Context: an optimization exercise on an open-source flow, tuned for small area, a short achievable clock period and few clock cycles per item. The choices shown serve that exercise and are no tape-out recipe.
In this exercise RTL edits were held to simulation tests only and were not proved equivalent to the original.
Power figures rest on the tool's default switching activity, not on a simulated workload.

Design windowed_distance_averager_top, start of the top module:
module windowed_distance_averager_top #(
  parameter int NUM_AP = wda_pkg::NUM_AP_DEF,
  parameter int WINDOW = wda_pkg::WINDOW_DEF
) (
  input  logic                       clk,
  input  logic                       rst,
  input  logic                       req_valid,
  output logic                       req_stall,
  input  logic [wda_pkg::REQ_W-1:0]  req,
  output logic                       rsp_valid,
  input  logic                       rsp_stall,
  output logic [wda_pkg::RSP_W-1:0]  rsp
);
  localparam int NP    = 8;                
  localparam int NW    = 8;                
  localparam int VW    = wda_pkg::VALUE_W;
  localparam int SW    = VW + 3;           
  localparam int CW    = 4;                
  localparam int NSTEP = SW;               
  localparam int EW    = 3 * VW;           
  localparam int ND = 3;
  localparam int B1 = 8;
  localparam int B2 = 18;
  localparam int B3 = 30;
  logic adv;             
  logic sk_v;            
  logic go;              
  logic sk_v_nx;
  logic adv_q;
  assign adv       = adv_q;
  assign go        = adv;
  assign req_stall = sk_v;
  logic          r1_v;           
  logic          r1_q;           
  logic [NP-1:0] r1_sel;         
  logic [NP-1:0] r1_st;          
  logic          r1_rot;         
  logic          r1_isst;        
  logic [2:0]    r1_ap;          
  logic [NP-1:0] r1_rsel;        
  logic [VW-1:0] nval [3];
  logic          nvld [3];
  always_ff @(posedge clk) begin
    if (rst) begin
      r1_v   <= 1'b0;
      r1_st  <= '0;
      r1_rot <= 1'b0;
      r1_isst <= 1'b0;
    end else if (go) begin
      r1_v   <= req_valid;
      r1_rot <= req_valid && !req[103] && req[0];
      r1_isst <= req_valid && !req[103];
      for (int p = 0; p < NP; p++) r1_st[p] <= req_valid && !req[103] && (req[102:100] == 3'(p));
    end
    if (go) begin
      r1_q <= req[103];
      r1_ap <= req[102:100];
      for (int p = 0; p < NP; p++) r1_sel[p] <= (req[102:100] == 3'(p));
  ...
==> flow/config.mk <==
export PLATFORM = sky130hd
export DESIGN_NAME = windowed_distance_averager_top
export DESIGN_NICKNAME = windowed_distance_averager_top
export VERILOG_FILES = /design/flow/design.v
export SDC_FILE = /design/flow/constraint.sdc
export NUM_CORES = 4
export LEC_CHECK = 0
export ABC_AREA = 1
export CAP_MARGIN = 35
export CORE_MARGIN = 2
export CORE_UTILIZATION = 52
export CTS_CLUSTER_DIAMETER = 60
export CTS_CLUSTER_SIZE = 30
export SETUP_SLACK_MARGIN = 4.6
export SLEW_MARGIN = 35
export SYNTH_MEMORY_MAX_BITS = 16384
==> flow/constraint.sdc <==
create_clock -name core_clock -period 8.0 [get_ports {clk}]
set_input_delay 1.6000 -clock core_clock [delete_from_list [all_inputs] [get_ports {clk}]]
set_output_delay 1.6000 -clock core_clock [all_outputs]
set_load 0.01 [all_outputs]
standard.sh (not shown) runs the stock make flow with config.mk's settings and CLKGATE_MAP_FILE= SYNTH_SCRIPT=/design/flow/synth_recipe.tcl, a recipe that flattens the netlist after the stock synthesis.
==> flow/flow/run.sh <==
#!/bin/bash
# The standard layout (the standard.sh: standard synthesis and every ORFS step), with one
# change: the input and output port buffers are buf_4 cells instead of the buffer that
# buffer_ports picks by default (a slow delay buffer). Every port still gets its buffer.
# The whole make output goes to standard.log here; ORFS keeps each step's own log under orfs/logs.
set -euo pipefail
bash standard.sh "BUFFER_PORTS_ARGS=-buffer_cell sky130_fd_sc_hd__buf_4" finish > standard.log 2>&1
Testbench counts at the start, summed over its fixed seeds: cycles 3,837, items 3,781.
Then changed:
--- a/flow/design.v
+++ b/flow/design.v
@@ -66,17 +66,17 @@
   localparam int VW    = wda_pkg::VALUE_W;
   localparam int SW    = VW + 3;           
   localparam int CW    = 4;                
   localparam int NSTEP = SW;               
   localparam int EW    = 3 * VW;           
   localparam int ND = 3;
   localparam int B1 = 8;
   localparam int B2 = 18;
-  localparam int B3 = 30;
+  localparam int B3 = 29;
   logic adv;             
   logic sk_v;            
   logic go;              
   logic sk_v_nx;
   logic adv_q;
   assign adv       = adv_q;
   assign go        = adv;
   assign req_stall = sk_v;
The changed run ran to the end with no violations.
Global-route usage went up by 0.44 points.
Cell area went up by 0.48%.
Power went up by 0.67%.
Count of clock-buffer cells in the layout went up by 2.
Via count went up by 1.4%.
Clock power went down by about 1%.
Worst setup slack got worse by 42 ps.
Critical path depth went up by 3.
Clock skew went down by 8.8 ps.
Wire length went up by 2.1%.
Testbench counts after the change, summed over its fixed seeds: cycles 3,837, items 3,781.

before:
windowed_distance_averager_top, a different RTL version from the one above (not shown whole).
Size: ~8300 flip-flops, roughly 210 I/O pins, about 320000 um^2 of cells after synthesis.
clock: 8.0 ns
lec_check: 0
abc_area: 1
cap_margin: 35
core_margin: 2
core_utilization: 52
cts_cluster_diameter: 60
cts_cluster_size: 30
setup_slack_margin: 4.6
slew_margin: 35
synth_memory_max_bits: 16384
Scripts as last shown in full above: flow/flow/run.sh
Testbench counts of before, summed over its fixed seeds: cycles 3,829, items 3,781.
The inputs of after differ from those of before as listed below.
-- flow/design.v --
<<< before, line 77
  logic go;              
  logic sk_v_nx;
  assign adv       = !sk_v;
  assign go        = adv;
  assign req_stall = sk_v;
>>> after, line 77
  logic go;              
  logic sk_v_nx;
  logic adv_q;
  assign adv       = adv_q;
  assign go        = adv;
  assign req_stall = sk_v;
<<< before, line 85
  logic [NP-1:0] r1_st;          
  logic          r1_rot;         
  logic [VW-1:0] nval [3];
  logic          nvld [3];
  always_comb begin
    r1_v   = req_valid;
    r1_q   = req[103];
    r1_rot = req_valid && !req[103] && req[0];
    for (int p = 0; p < NP; p++) begin
      r1_sel[p] = (req[102:100] == 3'(p));
      r1_st[p]  = req_valid && !req[103] && r1_sel[p];
    end
    nval[0] = (req[67] && !req[103]) ? req[99:68] : VW'(0);
    nvld[0] = req[67];
    nval[1] = (req[34] && !req[103]) ? req[66:35] : VW'(0);
    nvld[1] = req[34];
    nval[2] = (req[1] && !req[103]) ? req[33:2] : VW'(0);
    nvld[2] = req[1];
  end
  logic [NP*NW*EW-1:0] rv;
>>> after, line 86
  logic [NP-1:0] r1_st;          
  logic          r1_rot;         
  logic          r1_isst;        
  logic [2:0]    r1_ap;          
  logic [VW-1:0] nval [3];
  logic          nvld [3];
  always_ff @(posedge clk) begin
    if (rst) begin
      r1_v   <= 1'b0;
      r1_st  <= '0;
      r1_rot <= 1'b0;
      r1_isst <= 1'b0;
    end else if (go) begin
      r1_v   <= req_valid;
      r1_rot <= req_valid && !req[103] && req[0];
      r1_isst <= req_valid && !req[103];
      for (int p = 0; p < NP; p++) r1_st[p] <= req_valid && !req[103] && (req[102:100] == 3'(p));
    end
    if (go) begin
      r1_q <= req[103];
      r1_ap <= req[102:100];
      for (int p = 0; p < NP; p++) r1_sel[p] <= (req[102:100] == 3'(p));
      nval[0] <= (req[67] && !req[103]) ? req[99:68] : VW'(0);
      nvld[0] <= req[67];
      nval[1] <= (req[34] && !req[103]) ? req[66:35] : VW'(0);
      nvld[1] <= req[34];
      nval[2] <= (req[1] && !req[103]) ? req[33:2] : VW'(0);
      nvld[2] <= req[1];
    end
  end
  logic [NP*NW*EW-1:0] rv;
<<< before, line 209
  logic [SW-1:0] opc  [3];
  logic [SW-1:0] xsum [3];
  assign fwd = a_st && |(a_sel & r1_sel);
  always_comb begin
    for (int j = 0; j < 3; j++) begin
>>> after, line 221
  logic [SW-1:0] opc  [3];
  logic [SW-1:0] xsum [3];
  always_ff @(posedge clk) begin
    if (rst) fwd <= 1'b0;
    else if (go) fwd <= r1_isst && (r1_ap == req[102:100]);
  end
  always_comb begin
    for (int j = 0; j < 3; j++) begin
<<< before, line 414
      rsp_valid <= 1'b0;
      sk_v      <= 1'b0;
    end else begin
      sk_v    <= sk_v_nx;
      if (sk_v) begin
        rsp_valid <= 1'b1;
>>> after, line 429
      rsp_valid <= 1'b0;
      sk_v      <= 1'b0;
      adv_q     <= 1'b1;
    end else begin
      sk_v    <= sk_v_nx;
      adv_q   <= !sk_v_nx;
      if (sk_v) begin
        rsp_valid <= 1'b1;
--- outcome ---
Clock-buffer cell count in after vs before: up about 8%
Looking at critical-path cell with the highest stage delay, the o21ai_0 result is from before; the edfxtp_1 one comes from after.
Wire length on after is down relative to before.
Transition time of the tightest slew-check pin: after > before
On global placement routability congestion, after and before are basically level.
Higher placed cell area goes to after over before.
In after, the overall power consumption came out about 2% below the value in before.
Taking before as the reference, in after switching power share of the total fell by 1.6 points; utilization fell by 0.62 points; combinational fraction of design power fell by 2.8 points; sequential share of layout area rose by 0.86 points; global-route usage over all layers fell by 1.3 points.
Register-to-register slack for after: 0.06 ns down relative to before
Sequential power share was lower in the run labelled before.
after: post-detailed-route via-to-cell ratio lower than before
Testbench counts of after, summed over its fixed seeds: cycles 3,837, items 3,781.

## port drivers added, routing unchanged
Ports are ideal in the flow. The routed layouts listed here were re-timed in OpenROAD. Step 1 sets driving cells, clkbuf_16 on the clock port and buf_2 on the other inputs (assumed; they add their load-dependent delay and slew). Step 2 times the ports against the registers' clock, not the clock port: input delays grow and output delays shrink by t, the midpoint of the rising clock arrivals with the driver on. Slacks: ideal / step 1 / step 2; pairs: ideal / step 1.
| run | t, ns | setup slack, ns | worst setup path at the end | latest minus earliest clock arrival (ns) | worst register clock-pin slew, ns |
|---|---|---|---|---|---|
| the first run of note 1 | 1.220 | 4.613 / 4.538 / 4.407 | input to register | 0.077 / 0.077 | 0.11 / 0.11 |
| the second run of note 1 | 1.250 | 4.571 / 4.537 / 4.020 | input to register | 0.080 / 0.080 | 0.11 / 0.11 |
| before | 1.204 | 4.447 / 4.257 / 3.052 | input to register | 0.098 / 0.097 | 0.11 / 0.11 |
| after | 1.218 | 4.525 / 4.497 / 3.897 | input to register | 0.083 / 0.082 | 0.11 / 0.11 |
After both steps setup and hold are still met in every run listed. The setup slack of before, which loses most, moves by -0.190 ns with the drivers and by -1.395 ns with both steps.
